Context: an optimization exercise on an open-source flow, tuned for small area and few clock cycles per item. The choices shown serve that exercise and are no tape-out recipe.
Only simulation tests tie the RTL to the original design; equivalence was not proved.
No activity file was given, so power comes from the tool's default toggle rates.

## flow/design.v (module list and top-level ports; edited modules follow where they fit)
// module dtsg_sine_rom: 295 lines
// module dtsg_fa: 10 lines
// module dtsg_ha: 9 lines
// module dual_tone_sample_generator_top: 1826 lines
module dual_tone_sample_generator_top (
    input  wire logic                                aclk,
    input  wire logic                                aresetn,
    input  wire logic                                s_tvalid,
    output logic                                     s_tready,
    input  wire logic [dtsg_pkg::S_TDATA_W-1:0]      s_tdata,    
    output logic                                     m_tvalid,
    input  wire logic                                m_tready,
    output logic [dtsg_pkg::M_TDATA_W-1:0]           m_tdata,    
    output logic [0:0]                               m_tuser,    
    input  wire logic                                cfg_wr_en,
    input  wire logic [dtsg_pkg::CFG_INDEX_W-1:0]    cfg_index,
    input  wire logic [dtsg_pkg::CFG_DATA_W-1:0]     cfg_wdata
);
  // ...
==> flow/flow/run.sh <==
#!/bin/bash
# The standard layout (standard.sh), with two changes:
#  - the port buffers are the smallest buffer cell (buf_1)
#  - clock tree synthesis without dummy loads
export BUFFER_PORTS_ARGS="-buffer_cell sky130_fd_sc_hd__buf_1"
export CTS_ARGS="-sink_clustering_enable -repair_clock_nets -sink_clustering_size 30 -sink_clustering_max_diameter 70 -buf_list sky130_fd_sc_hd__clkbuf_16 -dont_use_dummy_load"
bash standard.sh > standard.log 2>&1
==> flow/standard.sh <==
#!/bin/bash
# synth_recipe.tcl (not shown) runs the flow's synth.tcl, then flattens the netlist and writes it again
# the make line also repeats each setting of config.mk as NAME=value (left out here)
make -C /OpenROAD-flow-scripts/flow DESIGN_CONFIG=/design/flow/config.mk WORK_HOME=/design/flow/orfs CLKGATE_MAP_FILE= SYNTH_SCRIPT=/design/flow/synth_recipe.tcl "${@:-finish}"
==> flow/config.mk <==
export PLATFORM = sky130hd
export DESIGN_NAME = dual_tone_sample_generator_top
export DESIGN_NICKNAME = dual_tone_sample_generator_top
export VERILOG_FILES = /design/flow/design.v
export SDC_FILE = /design/flow/constraint.sdc
export NUM_CORES = 4
export LEC_CHECK = 0
export ABC_AREA = 1
export ABC_CLOCK_PERIOD_IN_PS = 10000
export CAP_MARGIN = 20
export CORE_MARGIN = 2
export CORE_UTILIZATION = 60
export CTS_BUF_LIST = sky130_fd_sc_hd__clkbuf_16
export CTS_CLUSTER_DIAMETER = 60
export CTS_CLUSTER_SIZE = 24
export SLEW_MARGIN = 20
export SYNTH_HIERARCHICAL = 1
export SYNTH_MINIMUM_KEEP_SIZE = 0
==> flow/constraint.sdc <==
create_clock -name core_clock -period 10.0 [get_ports {aclk}]
set_input_delay 2.0000 -clock core_clock [delete_from_list [all_inputs] [get_ports {aclk}]]
set_output_delay 2.0000 -clock core_clock [all_outputs]
set_load 0.01 [all_outputs]
==> results by group, run 1 <==
Global route
  • Grt total ovfl: 0
  • Initial antenna violation count: 0

Drt
  • WL final: 52,920 um

Cells and area
  • Final cell utilization of the core: 64.28%
  • Cell Count, Final, Fillers Out: 2,910

Pwr
  • Net Sw Frac: 47.10%
  • Sw power: 2846 uW
  • Clock power frac: 11.5%
  • Peak supply drop: 0.4302 mV

CTS
  • H-tree Lvls: 1

Worst hold path
  • Hold path start: phase_zero_reg

Timing
  • Slew @ Worst Pin: 1.063 ns

Logic synthesis
  • Synth top cells by count: 811 x nand2_1, 287 x fa_1, 273 x inv_1, 226 x edfxtp_1, 196 x nor2_1
  • Post-synth cell types: 62
  • Top_reg_cell synth: edfxtp_1
  • Share of the synthesized area in the top cell type: 30.97%
  • FF+latch count, synth: 228
  • Mux cell area share after synthesis: 0%
  • Post-synthesis simple-gate area fraction: 23.48%

Floorplan
  • Initial Utilization: 61.30%
  • Core area: 0.03574 mm^2
  • Site Rows: 69

Status
  • Outcome: timing/DRC/antenna clean

Setup path
  • Crit path max fanout: 15
  • CP max-delay cell: edfxtp_1

Placement
  • RePlAce Congestion: 0.9012
Testbench counts, summed over its fixed seeds: cycles 16,032, items 16,000.
==> inputs of run 2 (changes only) <==
--- a/flow/config.mk
+++ b/flow/config.mk
@@ -9,7 +9,7 @@
 export ABC_CLOCK_PERIOD_IN_PS = 10000
 export CAP_MARGIN = 20
 export CORE_MARGIN = 2
-export CORE_UTILIZATION = 60
+export CORE_UTILIZATION = 40
 export CTS_BUF_LIST = sky130_fd_sc_hd__clkbuf_16
 export CTS_CLUSTER_DIAMETER = 60
 export CTS_CLUSTER_SIZE = 24
==> run 2 against run 1 <==
  * Cell count rose by 8.5%
  * Setup slack improved by 0.11 ns
  * Power fell by 0.49%
  * Largest power group unchanged
==> results by group, run 2 <==
Status
  • Outcome: timing/DRC/antenna clean (unchanged)

Global route
  • Vias in the first global route: 16.75k (was 16.99k)
  • Largest net degree at the start of global routing: 78 (was 73)
  • Total track usage: 19.97% (was 29.00%)
  • Global-route wire length before repair: 89,760 um (was 87,710 um)
  • Grt total ovfl: 0 (unchanged)
  • Initial antenna violation count: 0 (unchanged)

Cells and area
  • Multi-input logic area: 0.01360 mm^2 (unchanged)
  • Share of post-route cells with drive strength above 1: 7.839% (was 7.350%)
  • Most common cell after layout, fill and taps aside: nand2_1 (unchanged)
  • Cell Count, Final, Fillers Out: 3,158 (was 2,910)
  • Sequential Area: 0.006827 mm^2 (unchanged)
  • Synthesis-to-layout area growth: 6.482% (was 4.854%)
  • Most frequent cells in the layout: 811 x nand2_1, 287 x fa_1, 271 x inv_1 (unchanged)
  • ANT cells: 0 (unchanged)
  • Filler cells: 5,304 (was 3,001)
  • Nets@finish: 2,863 (was 2,850)

Logic synthesis
  • Synth top area cells: edfxtp_1 31%, fa_1 26%, nand2_1 14% (unchanged)
  • Share of the synthesized area in the top cell type: 30.97% (unchanged)
  • EDFF count, synth: 226 (unchanged)
  • Mean Syn Cell Area: 8.987 um^2 (unchanged)
  • Top_reg_cell synth: edfxtp_1 (unchanged)
  • Post-synth cell types: 62 (unchanged)
  • Seq/Total Area, Yosys: 31.16% (unchanged)
  • FF+latch count, synth: 228 (unchanged)
  • Synth Instances: 2,438 (unchanged)
  • Async SR Flop Fraction: 0% (unchanged)
  • Yosys warning total: 7 (unchanged)
  • Area leader, netlist: edfxtp_1 (unchanged)
  • Synthesized area: 0.02191 mm^2 (unchanged)
  • Most common cell in the netlist: nand2_1 (unchanged)
  • Net Count, Synth: 2,837 (unchanged)
  • Synth top cells by count: 811 x nand2_1, 287 x fa_1, 273 x inv_1, 226 x edfxtp_1, 196 x nor2_1 (unchanged)

Placement
  • Post-DP HPWL: 42,750 um (was 39,900 um)
  • Setup WS pre-CTS: 1.136 ns (was 1.033 ns)
  • RePlAce Congestion: 0.9426 (was 0.9012)
  • IO buf count: 59 (unchanged)
  • Dpl cells: 3,138 (was 2,888)

Timing
  • Slew HR: 37.42% (was 29.14%)
  • Fmax: 0.1065 GHz (was 0.1053 GHz)
  • # setup viols final: 0 (unchanged)
  • RSZ-0062 raised after global routing: false (unchanged)
  • Setup TNS: 0 ns (unchanged)
  • Final worst-path setup slack: 0.6088 ns (was 0.4998 ns)
  • Clock skew: 0.07654 ns (was 0.08177 ns)
  • Pins over their slew limit: 0 (unchanged)
  • Hold_ws: 0.5060 ns (was 0.4888 ns)
  • Final hold violation count: 0 (unchanged)
  • Slew @ Worst Pin: 0.9387 ns (was 1.063 ns)
  • Final Cycle Share: 93.91% (was 95.00%)
  • Min Tclk post-route: 9.391 ns (was 9.500 ns)

Pwr
  • Internal: 3175 uW (was 3196 uW)
  • Sw power: 2838 uW (was 2846 uW)
  • Combinational power share: 66.9% (was 66.1%)
  • Net Sw Frac: 47.20% (was 47.10%)
  • Power per cell area: 257.7 mW/mm^2 (was 263.0 mW/mm^2)
  • Clock power frac: 10.9% (was 11.5%)
  • Leakage power total: 0.009218 uW (was 0.009171 uW)
  • Peak supply drop: 0.2428 mV (was 0.4302 mV)
  • Sequential power share: 22.2% (was 22.4%)
  • Total power: 6013 uW (was 6042 uW)

Floorplan
  • Die area: 0.05666 mm^2 (was 0.03806 mm^2)
  • Die Y: 238.0 um (was 195.1 um)
  • Site Rows: 85 (was 69)
  • Core area: 0.05403 mm^2 (was 0.03574 mm^2)
  • DIE WIDTH: 238.0 um (was 195.1 um)
  • Initial Utilization: 40.55% (was 61.30%)
  • # IOs: 67 (unchanged)

Drt
  • DR WL/cell: 17.71 um (was 18.19 um)
  • Residual DRC count: 0 (unchanged)
  • WL final: 55,920 um (was 52,920 um)
  • Vias per std cell: 5.238 (was 5.712)
  • 1st-iter DRT viols: 1,240 (was 1,359)
  • DRT Pass-1 Iters: 7 (was 6)
  • Total number of vias: 16.54k (was 16.62k)
  • Antenna viol nets, final: 0 (unchanged)

CTS
  • PostCTS Resize Cnt: 0 (unchanged)
  • Clock latency (worst-skew pair): 0.54 ns (was 0.55 ns)
  • # Post-CTS Setup Buffers: 0 (unchanged)
  • # clock sinks: 228 (unchanged)
  • Clock transition at path regs: 0.08 ns (was 0.06 ns)
  • CTS root buf: clkbuf_16 (unchanged)
  • Post-CTS Hold Fix Bufs: 0 (unchanged)
  • H-tree Lvls: 1 (unchanged)
  • Clk buf depth: 3 (unchanged)
  • CTS tree: built (unchanged)
  • Num CTS Buffers: 19 (was 21)

Setup path
  • CP required: 8.00 ns (about the same)
  • Data arrival, critical path: 7.39 ns (was 7.50 ns)
  • Worst setup SP type: flip-flop (unchanged)
  • Setup crit end kind: primary output (unchanged)
  • Crit path max fanout: 16 (was 15)
  • Worst Setup Path Type: reg2out (unchanged)

Worst hold path
  • Hold Path Class: reg2reg (unchanged)

Flow run
  • Max-cap violations: 0 (unchanged)
[run 2: cell families (layout without fill, tap and decap cells)]
logic type	count (synthesis)	in the layout	share of synthesized area, %
AND/OR/NAND/NOR	1216	1216	23.48
AO/OA/AOI/OAI	236	236	6.921
XOR/XNOR	32	32	1.553
buffers and inverters	375	399	7.007
flip-flops	228	228	31.16
adder cells (fa/ha/maj)	351	351	29.88
[run 2: metal layers]
metal  vias to the layer above  GRT usage [%]  routed length (um)
li1                       7778              -                   -
met1                      8110          27.70               24430
met2                       556          33.24               26530
met3                        99          2.291                3387
met4                         0          5.682                1579
met5                         -              0                   0
[run 2: per-stage QoR]
stage	instance area, um^2	utilization, %
final	23330	43.18
after global routing	23330	43.18
after CTS	23300	43.13
after detailed placement	22830	42.25
after global placement	22830	42.25
after floorplan	21910	-
[run 2: layout make-up]
cell class	instances	share of cell area, %
inverters	293	4.736
well taps	696	3.733
repair buffers	87	1.941
multi-input cells	1835	58.29
clock buffers	19	2.038
flip-flops and latches	228	29.26
[run 2: worst max-delay path, cell delays in order, from the launching register on]
cell	delay [ns]
edfxtp_1	0.62
inv_1	0.26
nand2_1	0.11
nand2_1	0.08
inv_1	0.42
nand2_1	0.14
fa_1	0.53
fa_1	0.43
fa_1	0.47
fa_1	0.40
fa_1	0.51
fa_1	0.47
nand2_1	0.11
nand2_1	0.07
nor3_1	0.13
a211oi_1	0.06
nand2_1	0.11
nand2_1	0.06
nand2_1	0.11
nand2_1	0.07
nand2_1	0.09
inv_1	0.06
fa_1	0.37
fa_1	0.39
fa_1	0.51
xnor2_1	0.12
buf_1	0.16
[run 2: power groups by stage]
stage / clock network, uW / registers [uW] / logic [uW]
2_1_floorplan: 0 / 1270 / 3140
3_3_place_gp: 0 / 1350 / 3970
3_5_place_dp: 0 / 1350 / 4060
4_1_cts: 677 / 1330 / 4080
5_1_grt: 701 / 1350 / 4590
6_report: 656 / 1340 / 4020
[run 2: worst paths after layout]
path | startpoint | end | slack, ns | depth (start not counted)
setup / recovery | tone_mode_reg | m_tdata[11] | 0.61 | 26
setup reg to reg | count_reg[1] | count_reg[21] | 2.73 | 35
hold / removal | phase_zero_reg | phase_zero_reg | 0.51 | 2
hold reg to reg | phase_zero_reg | phase_zero_reg | 0.51 | 2
[run 2: per-module statistics from Yosys (local to each module, per instance)]
module                          cells  area (um^2)  flops+latches  copies in the design
dtsg_fa                             1        20.02              0                   287
dual_tone_sample_generator_top   1602        12880            228                     1
dtsg_ha                             1        12.51              0                    35
dtsg_sine_rom                     257         1421              0                     2

afterwards: timing with drivers on the ports:
Ports are ideal in the flow. The routed layouts listed here were re-timed in OpenROAD.
Step 1 (the two cells are an assumption about what drives the block):
set clk [get_ports {aclk}]
set_driving_cell -lib_cell sky130_fd_sc_hd__clkbuf_16 $clk
set_driving_cell -lib_cell sky130_fd_sc_hd__buf_2 [delete_from_list [all_inputs] $clk]
Step 2 also shifts input and output timing later by t, the mid clock arrival at the registers, as if the neighbouring blocks saw the same clock.
Three values: no drivers, after step 1, after step 2; two values: the first two.
run | shift t [ns] | setup WS [ns] | worst hold slack (ns) | latest minus earliest clock arrival (ns)
run 1 | 0.569 | 0.500 / 0.444 / 1.012 | 0.489 / 0.489 / 0.489 | 0.082 / 0.081
run 2 | 0.550 | 0.609 / 0.558 / 1.108 | 0.506 / 0.506 / 0.506 | 0.077 / 0.076
After both steps setup and hold are still met in every run listed.
